Context: an optimization exercise on an open-source flow, tuned for small area, a short achievable clock period and few clock cycles. The choices shown serve that exercise and are no tape-out recipe.
Only simulation tests tie the RTL to the original design; equivalence was not proved.

==> run a: inputs <==
## rnn_cell_engine
module rnn_cell_engine #(
    parameter int HID  = 64,
    parameter int XW   = 32,
    parameter int DW   = 20,
    parameter int FRAC = 16,
    parameter int ACC  = 44,
    parameter int AW   = 17
) (
    input  logic          clk,
    input  logic          reset,
    input  logic          ready,
    input  logic          act_mode,
    input  logic [XW-1:0] idata,
    input  logic [DW-1:0] mdata_r,
    output logic          busy,
    output logic          done,
    output logic          i_en,
    output logic          mce,
    output logic [2:0]    msel,
    output logic [AW-1:0] maddr,
    output logic [DW-1:0] mdata_w
);
clock: 14.0 ns
lec_check: 0
cap_margin: 20
core_margin: 2
core_utilization: 40
slew_margin: 20
run.sh (not shown) runs the stock make flow with config.mk's settings and CLKGATE_MAP_FILE= SYNTH_SCRIPT=/design/flow/synth_recipe.tcl, a recipe that flattens the netlist after the stock synthesis.
==> run b: changes against run a <==
--- a/flow/design.v
+++ b/flow/design.v
@@ -34,11 +34,11 @@
     localparam logic [2:0] ST_WIN  = 3'd6;
     localparam logic [1:0] TK_NONE = 2'd0;
     localparam logic [1:0] TK_ONE  = 2'd1;    
     localparam logic [1:0] TK_WH   = 2'd2;    
     logic [2:0]  st_q, st_d;
-    logic        busy_q, busy_d, done_q, done_d, ien_q, ien_d, mce_q, mce_d;
+    logic        busy_q, busyo_q, busy_d, done_q, done_d, ien_q, ien_d, mce_q, mce_d;
     logic [2:0]  msel_q, msel_d;
     logic [16:0] maddr_q, maddr_d;
     logic        mode_q, mode_d;
     logic [5:0]  ph_q;
     logic [19:0] tleft_q, tleft_d;
@@ -55,26 +55,26 @@
     logic [6:0]  z_q, z_d;
     logic        nz_q;
     logic        strobe;
     logic [1:0]  tk_kind_d, tk1_kind_q, tk2_kind_q;
     logic        tk_first_d, tk1_first_q, tk2_first_q, first3_q;
-    logic        tk_close_d, tk1_close_q, tk2_close_q, close3_q, close4_q;
+    logic        tk_close_d, tk1_close_q, tk2_close_q, close3_q, close4_q, close5_q;
     logic        rp_q;
     logic [5:0]  iw_q;
     logic [19:0] d_q;
     logic [8:0]  bneg_q, bone_q, btwo_q;
     logic [42:0] acc_s_q, acc_c_q;
     logic [26:0] r_q;
-    logic [17:0] res_q, wdat_q;
+    logic [17:0] res_q, wdat_q, wdat2_q;
     logic [63:0][17:0] ring_a, ring_b;
-    assign busy    = busy_q;
+    assign busy    = busyo_q;
     assign done    = done_q;
     assign i_en    = ien_q;
     assign mce     = mce_q;
     assign msel    = msel_q;
     assign maddr   = maddr_q;
-    assign mdata_w = {{2{wdat_q[17]}}, wdat_q};
+    assign mdata_w = {{2{wdat2_q[17]}}, wdat2_q};
     logic [31:0] xpre, xbelow, xone;
     logic [4:0]  xidx;
     logic        xnz;
     always_comb begin
         logic [31:0] p;
@@ -96,14 +96,14 @@
     logic [6:0] no_w, e_w, len_w;
     always_comb begin
         no_w = 7'(pop_q) + 7'd2;                   
         e_w  = 7'd0;
         if (!hp_q) begin
-            len_w = (no_w < 7'd6) ? 7'd6 : no_w;   
+            len_w = (no_w < 7'd7) ? 7'd7 : no_w;   
         end else begin
             if (no_w > z_q)      e_w = no_w - z_q;
-            else if (z_q <= 7'd5) e_w = 7'd1;
+            else if (z_q <= 7'd6) e_w = 7'd1;
             else                 e_w = 7'd0;
             len_w = 7'd64 + e_w;
         end
         if (!hp_q && !len_w[0]) len_w = len_w + 7'd1;
     end
@@ -184,36 +184,38 @@
                     3'd3, 3'd4, 3'd5: begin
                         pop_d  = ((b_q == 3'd3) ? 6'd0 : pop_q) + {2'd0, popcount11(xrem_q[10:0])};
                         xrem_d = {11'd0, xrem_q[31:11]};
                     end
                     3'd6: begin
-                        if (!more_q) begin
-                            busy_d = 1'b0;
-                            done_d = 1'b1;
-                            st_d   = ST_IDLE;
-                        end else begin
+                        if (more_q) begin
                             len_d = len_w;
-                            lm1_d = len_w - 7'd1;
                             if (hp_q) begin
                                 par_d   = ~par_q;
                                 taddr_d = taddr_q + 11'd1;
                                 tleft_d = tleft_q - 20'd1;
                                 t0_d    = 1'b0;
                             end
                         end
                     end
                     3'd7: begin
-                        icur_d  = ph_q + step + 6'd6;
-                        n_d     = '0;
-                        o_d     = '0;
-                        bpend_d = 1'b1;
-                        z_d     = '0;
-                        st_d    = ST_WIN;
+                        if (!more_q) begin
+                            busy_d = 1'b0;
+                            done_d = 1'b1;
+                            st_d   = ST_IDLE;
+                        end else begin
+                            lm1_d   = len_q - 7'd1;
+                            icur_d  = ph_q + step + 6'd6;
+                            n_d     = '0;
+                            o_d     = '0;
+                            bpend_d = 1'b1;
+                            z_d     = '0;
+                            st_d    = ST_WIN;
+                        end
                     end
                     default: ;
                 endcase
-                if (b_q >= 3'd5 && wpend_q) begin
+                if (wpend_q) begin
                     mce_d   = 1'b1;
                     msel_d  = SEL_HOUT;
                     maddr_d = {taddr_q, iw_q};
                     wpend_d = 1'b0;
                 end
@@ -267,39 +269,45 @@
                 busy_d = 1'b0;
             end
         endcase
         strobe = rp_q && (ph_q == iw_q);
         if (strobe) z_d = z_q + 7'((res_q == '0) ? 1 : 0);
-        if (close4_q) wpend_d = 1'b1;
+        if (close5_q) wpend_d = 1'b1;
     end
     always_ff @(posedge clk) begin
         if (reset) begin
             st_q   <= ST_IDLE;
             busy_q <= 1'b0;
+            busyo_q <= 1'b0;
             done_q <= 1'b0;
             ien_q  <= 1'b0;
             mce_q  <= 1'b0;
             ph_q   <= '0;
+            par_q  <= 1'b0;
             wpend_q <= 1'b0;
             rp_q    <= 1'b0;
             tk1_close_q <= 1'b0;
             tk2_close_q <= 1'b0;
             close3_q    <= 1'b0;
             close4_q    <= 1'b0;
+            close5_q    <= 1'b0;
         end else begin
             wpend_q <= wpend_d;
             rp_q    <= close4_q | (rp_q & ~strobe);
             tk1_close_q <= tk_close_d;
             tk2_close_q <= tk1_close_q;
             close3_q    <= tk2_close_q;
             close4_q    <= close3_q;
+            close5_q    <= close4_q;
             st_q   <= st_d;
             busy_q <= busy_d;
+            busyo_q <= (st_d != ST_IDLE);       
             done_q <= done_d;
             ien_q  <= ien_d;
             mce_q  <= mce_d;
             ph_q   <= ph_q + 6'd1;
+            par_q  <= par_d;
         end
     end
     always_ff @(posedge clk) begin
         msel_q  <= msel_d;
         maddr_q <= maddr_d;
@@ -307,11 +315,10 @@
         tleft_q <= tleft_d;
         taddr_q <= taddr_d;
         t0_q    <= t0_d;
         hp_q    <= hp_d;
         more_q  <= more_d;
-        par_q   <= par_d;
         b_q     <= b_d;
         o_q     <= o_d;
         n_q     <= n_d;
         len_q   <= len_d;
         lm1_q   <= lm1_d;
@@ -349,11 +356,11 @@
             b2 = hsrc[2*j+1];
             b1 = hsrc[2*j];
             b0 = (j == 0) ? 1'b0 : hsrc[2*j-1];
             bneg_q[j] <= b2;
             bone_q[j] <= b1 ^ b0;
-            btwo_q[j] <= (b2 & ~b1 & ~b0) | (~b2 & b1 & b0);
+            btwo_q[j] <= (j == 8) ? 1'b0 : ((b2 & ~b1 & ~b0) | (~b2 & b1 & b0));
         end
     end
     logic [8:0][20:0] pp;
     always_comb begin
         for (int j = 0; j < 9; j++) begin
@@ -959,11 +966,12 @@
         else if (gt1) sat = 18'h10000;
         else if (ltm1) sat = 18'h30000;
         else          sat = r_q[17:0];
     end
     always_ff @(posedge clk) begin
-        wdat_q <= res_q;
+        wdat_q  <= res_q;
+        wdat2_q <= wdat_q;
         if (close4_q) begin
             res_q <= sat;
             iw_q  <= iprev_q;
         end
     end
==> flow/flow/run.sh (new file) <==
#!/bin/bash
# The standard ORFS layout (bash standard.sh), with changes only to how it is optimised;
# the design, the 14 ns clock period and the I/O constraints are unchanged:
#  - repair_timing aims for a setup slack of SETUP_SLACK_MARGIN ns instead of 0, so it keeps
#    improving the critical paths below the 14 ns period;
#  - the port buffers are buf_2 cells instead of the delay buffer buffer_ports picks;
#  - the core is filled to 50% instead of 40%, placement density 0.65;
#  - clock tree synthesis clusters up to 30 sinks within 50 um per leaf buffer and inserts
#    no dummy loads.
# make's full output goes to make_finish.log; ORFS keeps each step's log under orfs/logs/.
set -euo pipefail
bash standard.sh SETUP_SLACK_MARGIN=10 CORE_UTILIZATION=50 PLACE_DENSITY=0.65 \
  "BUFFER_PORTS_ARGS=-buffer_cell sky130_fd_sc_hd__buf_2" \
  "CTS_ARGS=-sink_clustering_enable -repair_clock_nets -dont_use_dummy_load -sink_clustering_size 30 -sink_clustering_max_diameter 50" \
  finish > make_finish.log 2>&1
==> flow/standard.sh (new file) <==
#!/bin/bash
# synth_recipe.tcl (not shown) runs the flow's synth.tcl, then flattens the netlist and writes it again
# the make line also repeats each setting of config.mk as NAME=value (left out here)
make -C /OpenROAD-flow-scripts/flow DESIGN_CONFIG=/design/flow/config.mk WORK_HOME=/design/flow/orfs CLKGATE_MAP_FILE= SYNTH_SCRIPT=/design/flow/synth_recipe.tcl "${@:-finish}"
removed: flow/run.sh
==> flow_summary_export.csv <==
group,metric,value,unit
layout,seq-cell-share,63.9,%
yosys,synth_fa_ha_area_share,7.91,%
setup_path,rr_startpoint,"pop_q[1]",
floorplan,placementRows,157,
outcome,run_status,"timing/DRC/antenna clean",
layout,design_area,0.0861,mm²
layout,clk_share,9.89,%
the above is filed under run a

==> flow_summary_export.csv <==
group,metric,value,unit
layout,largest_cell_class,"sequential cells",
power_and_ir_drop,cellLeakagePower,0.0325,µW
outcome,run_status,"timing/DRC/antenna clean",
yosys,synth_cell_types,82,
setup_path,rr_startpoint,"xrem_q[7]",
sta,fmax,0.246,GHz
yosys,synth_fa_ha_area_share,7.92,%
sta,finalCritPeriodShare,29.0,%
the above is filed under run b

Testbench counts of run a, summed over its fixed seeds: cycles 993,632.
Testbench counts of run b, summed over its fixed seeds: cycles 993,664.

==> what the ideal ports hide <==
Ports are ideal in the flow. The routed layouts listed here were re-timed in OpenROAD.
Step 1 assumes that a clkbuf_16 drives the clock port and a buf_2 every other input.
Step 2 times the ports against the registers' clock, not the clock port: input delays grow and output delays shrink by t, the midpoint of the rising clock arrivals with the driver on.
Three values: ideal, step 1, step 2; two values: the first two.
run | shift t [ns] | slack for setup (ns) | latest minus earliest clock arrival (ns) | worst register clock-pin slew, ns
run a | 0.905 | 9.338 / 9.258 / 9.709 | 0.061 / 0.061 | 0.07 / 0.07
run b | 0.828 | 9.942 / 9.864 / 9.911 | 0.134 / 0.134 | 0.10 / 0.10
After both steps setup and hold are still met in every run listed. The setup slack of run b, which loses most, moves by -0.078 ns with the drivers and by -0.031 ns with both steps.
